This is an optimization exercise on Yosys and OpenROAD, whose aim is small area and a short achievable clock period, not a production implementation.
At most, simulation tests tie the RTL to the original design; equivalence was not proved.
Power and IR drop assume default switching activity.

## branch_unit_top
module branch_unit_top (
   input  logic                          clk,
   input  logic                          reset_i,
   input  logic                          issue_valid_i,
   input  logic [31:0]                   pc_i,
   input  logic [31:0]                   target_i,
   input  bpu_pkg::target_type_e         target_type_i,
   input  bpu_pkg::cmp_op_e              cmp_type_i,
   input  logic [31:0]                   r0_i,
   input  logic [31:0]                   r1_i,
   output logic                          flush_o,
   output logic [31:0]                   redirect_pc_o,
   output logic                          taken_o,
   output logic                          resolve_valid_o,
   output logic [16-1:0] miss_count_o
);
For scale: roughly 1600 cells after synthesis, roughly 570 flip-flops, roughly 190 I/O pins.
Settings: LEC_CHECK=0, CAP_MARGIN=20, CORE_MARGIN=2, CORE_UTILIZATION=40, CTS_BUF_LIST=sky130_fd_sc_hd__clkbuf_8, CTS_CLUSTER_SIZE=30, SETUP_SLACK_MARGIN=2.5, SLEW_MARGIN=20; clock period 4.5 ns.
run.sh (not shown) runs the stock make flow with config.mk's settings and CLKGATE_MAP_FILE= SYNTH_SCRIPT=/design/flow/synth_recipe.tcl, a recipe that flattens the netlist after the stock synthesis.
The baseline went through all stages and came out clean.
Change:
- CTS_BUF_LIST: sky130_fd_sc_hd__clkbuf_8 -> not set
- CTS_CLUSTER_SIZE: 30 -> not set
Final area climbs by about 0.8%.
Die area is unchanged.
Routed wire length climbs by about 2%.
Power is about the same.
Function was not checked in any run of this note: the RTL went through the layout flow alone.

========
== wip/garnet ==
branch_unit_top, a different RTL version from the one above (not shown whole).
For scale: about 580 flip-flops, roughly 190 I/O pins, about 0.022 mm² of cells after synthesis.
export LEC_CHECK = 0
export CAP_MARGIN = 20
export CORE_MARGIN = 2
export CORE_UTILIZATION = 50
export PLACE_DENSITY = 0.8
export SETUP_SLACK_MARGIN = 2.3
export SLEW_MARGIN = 20
create_clock -name core_clock -period 4.5 [get_ports {clk}]
standard.sh (not shown) runs the stock make flow with config.mk's settings and CLKGATE_MAP_FILE= SYNTH_SCRIPT=/design/flow/synth_recipe.tcl, a recipe that flattens the netlist after the stock synthesis.
==> flow/flow/run.sh <==
#!/bin/bash
set -euo pipefail
export CTS_ARGS="-sink_clustering_enable -repair_clock_nets -dont_use_dummy_load -buf_list sky130_fd_sc_hd__clkbuf_8 -sink_clustering_size 16 -sink_clustering_max_diameter 60"
export BUFFER_PORTS_ARGS="-buffer_cell sky130_fd_sc_hd__buf_1"
bash standard.sh > flow.log 2>&1
wip/garnet ran to completion and came out clean on the timing, DRC and antenna checks.
For wip/harbor, these inputs were changed with respect to wip/garnet:
Settings: a change of CORE_UTILIZATION from 50 to 40; a deleted PLACE_DENSITY that had been 0.8.
==> run summary <==
Total power: wip/harbor above wip/garnet
wip/garnet vs wip/harbor, cell with the largest stage delay on the worst path: sky130_fd_sc_hd__xnor2_4 vs sky130_fd_sc_hd__mux4_2
Summary: with wip/garnet as the reference, final net count in wip/harbor moved up slightly.
Sort wip/harbor and wip/garnet by number of antenna violations at the first check in global routing desc -> top: wip/harbor
wip/harbor vs. wip/garnet: combinational share of power picked up an extra 0.3 points; full die area picked up an extra 25%; power density normalized to cell area neither gained nor lost much; area added between synthesis and finish picked up an extra 2.2 points; power of the clock network picked up an extra about 7%.
--- input diff wip/harbor..wip/fjord ---
Settings: SETUP_SLACK_MARGIN changed from 2.3 to 2.35; CORE_UTILIZATION changed from 40 to 50.
Notes after the runs:
- wip/fjord: all stages complete, timing, DRC and antenna checks passed
- Re global-route usage: wip/fjord and wip/harbor aren't equal, and the lower value belongs to wip/harbor.
- The lower via count came out of wip/harbor.
- Biggest cell delay along the critical path: higher on wip/fjord
Edits applied to the flow inputs when going from wip/fjord to wip/onyx:
Settings: SETUP_SLACK_MARGIN: 2.35 -> 2.3; PLACE_DENSITY: unset -> 0.7.
--- outcome ---
Initial antenna violation count: wip/fjord and wip/onyx compared, higher one is wip/onyx. The detailed-router iteration count before antenna repair of wip/onyx is higher than that of wip/fjord. Cell count (wip/onyx vs. wip/fjord) decreases slightly. Of wip/fjord and wip/onyx, wip/onyx shows the lower power, with wip/fjord above it. NOTE: layout-stage area growth over the synthesis result in wip/onyx falls short of that of wip/fjord. | total power per unit cell area | wip/fjord vs wip/onyx | ≈ equal |.

========
Setup of build 39:
Starting RTL as in the previous note.
## branch_unit_top
module branch_unit_top (
   input  logic                          clk,
   input  logic                          reset_i,
   input  logic                          issue_valid_i,
   input  logic [31:0]                   pc_i,
   input  logic [31:0]                   target_i,
   input  bpu_pkg::target_type_e         target_type_i,
   input  bpu_pkg::cmp_op_e              cmp_type_i,
   input  logic [31:0]                   r0_i,
   input  logic [31:0]                   r1_i,
   output logic                          flush_o,
   output logic [31:0]                   redirect_pc_o,
   output logic                          taken_o,
   output logic                          resolve_valid_o,
   output logic [16-1:0] miss_count_o
);
==> flow/config.mk <==
export PLATFORM = sky130hd
export DESIGN_NAME = branch_unit_top
export DESIGN_NICKNAME = branch_unit_top
export VERILOG_FILES = /design/flow/design.v
export SDC_FILE = /design/flow/constraint.sdc
export NUM_CORES = 4
export LEC_CHECK = 0
export CAP_MARGIN = 5
export CORE_MARGIN = 2
export CORE_UTILIZATION = 50
export PLACE_DENSITY = 0.7
export SETUP_SLACK_MARGIN = 2.3
export SLEW_MARGIN = 5
==> flow/constraint.sdc <==
create_clock -name core_clock -period 4.5 [get_ports {clk}]
set_input_delay 0.9000 -clock core_clock [delete_from_list [all_inputs] [get_ports {clk}]]
set_output_delay 0.9000 -clock core_clock [all_outputs]
set_load 0.01 [all_outputs]
Scripts as last shown in full above: flow/flow/run.sh
For build 85, these inputs were changed with respect to build 39:
# build 39
export LEC_CHECK = 0
export CAP_MARGIN = 5
export CORE_MARGIN = 2
export CORE_UTILIZATION = 50
export PLACE_DENSITY = 0.7
export SETUP_SLACK_MARGIN = 2.3
export SLEW_MARGIN = 5
create_clock -name core_clock -period 4.5 [get_ports {clk}]
# build 85
export LEC_CHECK = 0
export CAP_MARGIN = 20
export CORE_MARGIN = 2
export CORE_UTILIZATION = 60
export SETUP_SLACK_MARGIN = 2.3
export SLEW_MARGIN = 20
create_clock -name core_clock -period 4.5 [get_ports {clk}]
## What came out
Build 39 → build 85: relative area of non-clock buffer cells in the final design held; post-layout instance area went down 180 µm²; placeable core region went down 17%; maximum frequency from static timing analysis went down about 4%; count of instances resized after the clock tree is built went down 1. Relative to build 39, number of cell instances on the worst register-to-register path increased by 1 in build 85. Lower detailed placer's ending HPWL was reported by build 39, not build 85. Row register-to-register slack: build 85 lower / build 39 higher.
Modified inputs, build 32 compared to build 85
# build 85
export LEC_CHECK = 0
export CAP_MARGIN = 20
export CORE_MARGIN = 2
export CORE_UTILIZATION = 60
export SETUP_SLACK_MARGIN = 2.3
export SLEW_MARGIN = 20
create_clock -name core_clock -period 4.5 [get_ports {clk}]
# build 32
export LEC_CHECK = 0
export CAP_MARGIN = 20
export CORE_MARGIN = 2
export CORE_UTILIZATION = 50
export SETUP_SLACK_MARGIN = 2.3
export SLEW_MARGIN = 20
create_clock -name core_clock -period 4.5 [get_ports {clk}]
==> comparison <==
Build 32 vs build 85 — overall routed net length climbed by a few percent
Die width: build 32 and build 85 compared, higher one is build 32
Build 32 vs build 85, final cell count went up by 140.
Build 32 vs. build 85: total via count after detailed routing stayed essentially flat, final area rose by 410 µm², fraction of the cycle the final worst path needs fell by 1.8 points.
--- input diff build 32..build 96 ---
# build 32
export LEC_CHECK = 0
export CAP_MARGIN = 20
export CORE_MARGIN = 2
export CORE_UTILIZATION = 50
export SETUP_SLACK_MARGIN = 2.3
export SLEW_MARGIN = 20
create_clock -name core_clock -period 4.5 [get_ports {clk}]
# build 96
export LEC_CHECK = 0
export CAP_MARGIN = 20
export CORE_MARGIN = 2
export CORE_UTILIZATION = 50
export GPL_ROUTABILITY_DRIVEN = 0
export PLACE_DENSITY = 0.7
export SETUP_SLACK_MARGIN = 2.3
export SLEW_MARGIN = 20
create_clock -name core_clock -period 4.5 [get_ports {clk}]
==> run summary <==
- Compared with build 32, build 96 shows a count of non-filler cells in the finished layout that is 14 lower.
- Build 32 reports its highest metal layer with signal wires as met4 while build 96 reports met5.
- On mean number of vias per cell, build 32 and build 96 are neck and neck.
- Final worst slack: build 96 vs build 32 up 0.015 ns
- Relative to build 32, number of global-route vias before repair has increased by 0.52% in build 96.
- Final cell area: build 96 below build 32

========
run 1:
branch_unit_top, a different RTL version from the one above (not shown whole).
Size in the first run: roughly 1600 cells after synthesis, ~570 flip-flops, about 190 I/O pins, about 22000 um^2 of cells after synthesis.
Settings: LEC_CHECK=0, CAP_MARGIN=20, CORE_MARGIN=2, CORE_UTILIZATION=40, SETUP_SLACK_MARGIN=2.35, SLEW_MARGIN=20; clock period 4.5 ns.
Scripts as last shown in full above: flow/flow/run.sh
Run 1 closes out successfully: all stages finished, all timing, DRC and antenna checks passed.
For run 2, these inputs were changed with respect to run 1:
Settings: changing SETUP_SLACK_MARGIN from 2.35 to 2.3.
--- outcome ---
- Run 2 against run 1: number of sinks driven by the clock tree barely changed, hold slack has increased.
- Going from run 1 to run 2, total via count after detailed routing saw a decrease; slew at the pin closest to its max-slew limit saw an increase; floorplan row count saw little to no change.
- Going from run 1 to run 2, net load switching power dropped 61 uW; number of multi-input combinational cells barely changed.
Relative to run 2, the following input files were edited for run 3:
Settings: changing SETUP_SLACK_MARGIN from 2.3 to 2.25.
## What came out
Run 3: peak per-stage delay on the critical path higher than run 2. Run 3 gives less worst slack at placement than run 2 did. Run 3 vs. run 2: worst relative slew slack went down by 5.5 points. Power: run 3 draws more than run 2. Run 3 vs run 2, power share of the combinational group went down by 0.2 points. Global-route usage in run 3 is 0.42 points lower than in run 2. Diff run 2 -> run 3: portion of total power attributed to the clock network went up; post-detailed-routing wire length went up; post-route clock period utilization went up; wire length of the first global-routing pass went down.

[separate check: timing with driven ports]
The flow's constraints put no driver on any port. The routed layouts listed below were extracted and timed again, unchanged, in two steps. Step 1 sets driving cells, clkbuf_16 on the clock port and buf_2 on the other inputs (assumed; they add their load-dependent delay and slew). Step 2 adds t to the input delays and takes it off the output delays; t is the mean of the earliest and latest rising clock arrival at the registers after step 1. Input paths then give back, and output paths get back, about the clock's delay inside the block. Three values: no drivers, after step 1, after step 2; two values: the first two.
run | t, ns | setup slack, ns | worst setup path at the end | slew at the worst register clock pin (ns)
the first run of note 1 | 0.733 | 2.197 / 2.197 / 1.784 | input to register | 0.07 / 0.07
the second run of note 1 | 0.686 | 2.218 / 2.218 / 1.752 | input to register | 0.07 / 0.07
wip/garnet | 0.653 | 2.174 / 2.201 / 1.548 | input to register | 0.10 / 0.10
wip/harbor | 0.689 | 2.275 / 2.275 / 1.628 | input to register | 0.10 / 0.10
wip/fjord | 0.685 | 2.243 / 2.243 / 1.599 | input to register | 0.10 / 0.10
wip/onyx | 0.665 | 2.273 / 2.273 / 1.646 | input to register | 0.11 / 0.11
build 39 | 0.665 | 2.273 / 2.273 / 1.646 | input to register | 0.11 / 0.11
build 85 | 0.681 | 2.175 / 2.175 / 1.673 | input to register | 0.10 / 0.10
build 32 | 0.674 | 2.257 / 2.257 / 1.635 | input to register | 0.10 / 0.10
build 96 | 0.665 | 2.273 / 2.273 / 1.646 | input to register | 0.11 / 0.11
run 1 | 0.653 | 2.251 / 2.237 / 1.584 | input to register | 0.11 / 0.11
run 2 | 0.685 | 2.305 / 2.288 / 1.603 | input to register | 0.10 / 0.10
run 3 | 0.684 | 2.226 / 2.232 / 1.548 | input to register | 0.11 / 0.11
After both steps every run listed still meets setup and hold. The setup slack of run 2, which loses most, moves by -0.017 ns with the drivers and by -0.702 ns with both steps.
